This is an optimization exercise on Yosys and OpenROAD, whose aim is small area, not a production implementation. The RTL was checked by simulation tests, not by an equivalence proof against the original design.

Setup of job 102:
Design vga_game_top, start of the top module:
module vga_game_top (
	input  logic               clk_50m,
	input  logic               rst,
	input  logic               pause,
	input  logic [1:0]         sw,
	input  logic [10:0]        vector_x,
	input  logic [9:0]         vector_y,
	input  logic signed [11:0] rel_x,
	output logic [2:0]         vga_red,
	output logic [2:0]         vga_green,
	output logic [1:0]         vga_blue,
	output logic               endgame
);
==> flow/config.mk <==
export PLATFORM = sky130hd
export DESIGN_NAME = vga_game_top
export DESIGN_NICKNAME = vga_game_top
export VERILOG_FILES = /design/flow/design.v
export SDC_FILE = /design/flow/constraint.sdc
export NUM_CORES = 4
export LEC_CHECK = 0
export CAP_MARGIN = 20
export CORE_MARGIN = 2
export CORE_UTILIZATION = 40
export CTS_BUF_LIST = sky130_fd_sc_hd__clkbuf_8
export GPL_TIMING_DRIVEN = 0
export SLEW_MARGIN = 20
==> flow/constraint.sdc <==
create_clock -name core_clock -period 12.0 [get_ports {clk_50m}]
set_input_delay 2.4000 -clock core_clock [delete_from_list [all_inputs] [get_ports {clk_50m}]]
set_output_delay 2.4000 -clock core_clock [all_outputs]
set_load 0.01 [all_outputs]
standard.sh (not shown) runs the stock make flow with config.mk's settings and CLKGATE_MAP_FILE= SYNTH_SCRIPT=/design/flow/synth_recipe.tcl, a recipe that flattens the netlist after the stock synthesis.
==> flow/flow/run.sh <==
#!/bin/bash
# Layout flow: the standard layout, except for two things.
# 1. Synthesis maps the logic with an area-oriented ABC script
#    (flow/abc_area.script: deep AIG resynthesis, then area mapping) and
#    without the full/half-adder extraction. The resynthesis is randomised,
#    so it runs with eight seeds, four at a time, and the smallest netlist is
#    kept. The registers come out of the same synthesis passes as the
#    standard synthesis; each candidate's registers (names and cell types)
#    are checked against a standard synthesis run, and the flow falls back
#    to the standard synthesis if no candidate matches.
# 2. The ports get buffers of the smallest buffer cell, and clock tree
#    synthesis inserts no dummy loads.
# Each tool's output goes to a log file of its own in this folder.
set -euo pipefail
W=$PWD
R=results/sky130hd/vga_game_top/base

# reference: the standard synthesis, in a work home of its own
sed -e "s#WORK_HOME=[^ ]*#WORK_HOME=$W/std#" standard.sh > std.sh
bash std.sh synth > std_synth.log 2>&1 &

# candidates: ORFS scripts with the ABC area script swapped for ours
SEEDS="0 1 2 3 4 5 6 7"
for s in $SEEDS; do
  rm -rf "$W/scripts$s" "$W/cand$s"
  cp -r "$FLOW_HOME/scripts" "$W/scripts$s"
  sed -e "s/@SEED@/$s/" "$W/flow/abc_area.script" > "$W/scripts$s/abc_area.script"
  sed -e "s#WORK_HOME=[^ ]*#WORK_HOME=$W/cand$s#" \
    -e "s#CLKGATE_MAP_FILE= #CLKGATE_MAP_FILE= SCRIPTS_DIR=$W/scripts$s ABC_AREA=1 ADDER_MAP_FILE= #" \
    standard.sh > area$s.sh
done
for s in 0 1 2 3; do bash area$s.sh synth > area${s}_synth.log 2>&1 & done
wait
for s in 4 5 6 7; do bash area$s.sh synth > area${s}_synth.log 2>&1 & done
wait

# registers: cell type and name, one per line
regs() {
  grep -E '^\s*sky130_fd_sc_hd__(df|ed|sdf|dl)[a-z]*_[0-9]+ ' "$1" |
    sed -E 's/^\s*sky130_fd_sc_hd__([a-z]+)_[0-9]+\s+(\S+).*/\1 \2/' | sort
}
area() {
  grep "Chip area for module" "$1/reports/sky130hd/vga_game_top/base/synth_stat.txt" | awk '{print $NF}'
}
regs std/$R/1_2_yosys.v > regs_std.txt
best=""
best_area=""
for s in $SEEDS; do
  [[ -f cand$s/$R/1_synth.odb ]] || continue
  regs cand$s/$R/1_2_yosys.v > regs_cand$s.txt
  if [[ -s regs_std.txt ]] && cmp -s regs_std.txt regs_cand$s.txt; then
    a=$(area cand$s)
    echo "candidate $s: area $a" | tee -a candidates.txt
    if [[ -z "$best" ]] || awk "BEGIN{exit !($a < $best_area)}"; then
      best=$s
      best_area=$a
    fi
  else
    echo "candidate $s: registers differ from the standard synthesis" | tee -a candidates.txt
  fi
done
rm -rf orfs
if [[ -n "$best" ]]; then
  echo "using candidate $best" | tee -a candidates.txt
  mv "cand$best" orfs
else
  echo "no candidate matches, using the standard synthesis" | tee -a candidates.txt
fi

# the rest of the standard layout (or all of it, after a fallback)
sed -e "s#CLKGATE_MAP_FILE= #CLKGATE_MAP_FILE= BUFFER_PORTS_ARGS='-buffer_cell sky130_fd_sc_hd__buf_1' CTS_ARGS='-sink_clustering_enable -repair_clock_nets -buf_list sky130_fd_sc_hd__clkbuf_8 -dont_use_dummy_load' #" standard.sh > finish.sh
bash finish.sh finish > finish.log 2>&1
==> flow/flow/abc_area.script <==
strash
&get -n
&deepsyn -T 180 -S @SEED@
&put
dch -f
amap -F 10 -A 30 -x
topo
Input changes introduced in job 103 (baseline for comparison: job 102):
-- flow/flow/run.sh --
<<< job 102, line 2
# Layout flow: the standard layout, except for two things.
# 1. Synthesis maps the logic with an area-oriented ABC script
#    (flow/abc_area.script: deep AIG resynthesis, then area mapping) and
#    without the full/half-adder extraction. The resynthesis is randomised,
#    so it runs with eight seeds, four at a time, and the smallest netlist is
#    kept. The registers come out of the same synthesis passes as the
#    standard synthesis; each candidate's registers (names and cell types)
>>> job 103, line 2
# Layout flow: the standard layout, except for two things.
# 1. Synthesis maps the logic with an area-oriented ABC script
#    (flow/abc_area.script: deep AIG resynthesis, then three rounds of area
#    mapping) and
#    without the full/half-adder extraction. The resynthesis is randomised,
#    so it runs with four seeds side by side and the smallest netlist is
#    kept. The registers come out of the same synthesis passes as the
#    standard synthesis; each candidate's registers (names and cell types)
<<< job 102, line 21

# candidates: ORFS scripts with the ABC area script swapped for ours
SEEDS="0 1 2 3 4 5 6 7"
for s in $SEEDS; do
  rm -rf "$W/scripts$s" "$W/cand$s"
>>> job 103, line 22

# candidates: ORFS scripts with the ABC area script swapped for ours
SEEDS="0 1 2 3"
for s in $SEEDS; do
  rm -rf "$W/scripts$s" "$W/cand$s"
<<< job 102, line 31
done
for s in 0 1 2 3; do bash area$s.sh synth > area${s}_synth.log 2>&1 & done
wait
for s in 4 5 6 7; do bash area$s.sh synth > area${s}_synth.log 2>&1 & done
wait

>>> job 103, line 32
done
for s in 0 1 2 3; do bash area$s.sh synth > area${s}_synth.log 2>&1 & done
wait

==> flow/flow/abc_area.script <==
strash
&get -n
&deepsyn -T 180 -S @SEED@
&put
dch -f
amap -F 10 -A 30 -x
strash
dch -f
amap -F 10 -A 30 -x
strash
dch -f
amap -F 10 -A 30 -x
topo
--- outcome ---
Between job 103 and job 102, the difference in area growth from synthesis to final layout is negligible. Cell area | job 103 vs job 102 | job 103 smaller. The wire length was comparable across job 103 and job 102. In terms of global routing usage on met2, job 102 and job 103 differ only marginally. Initial detailed-routing violation count: job 103 vs job 102 — no meaningful difference. Required time at the worst-slack endpoint, job 103 and job 102, higher one = job 103.

==> port drivers added, routing unchanged <==
No port has a modelled driver above. Below, the same layouts with a new extraction and two added sets of constraints. Step 1, drivers: a clkbuf_16 drives clk_50m and a buf_2 each remaining input, both assumed. Step 2 moves the port delays by t, midway between the first and last clock arrival at a register: inputs arrive t later, outputs are due t later. That takes back most of the time a late clock gives input paths. a / b / c = ideal / step 1 / step 2; a / b = the first two.
run	t (ns)	slack for setup (ns)	worst setup path at the end	worst slew at a driven data input, ns
job 102	0.396	3.464 / 3.475 / 3.079	input to register	0.04
job 103	0.401	3.159 / 3.170 / 2.768	input to register	0.03
After both steps every run listed still meets setup and hold. For job 103, which loses most, drivers alone change the setup slack by +0.011 ns; drivers and shift together by -0.391 ns.
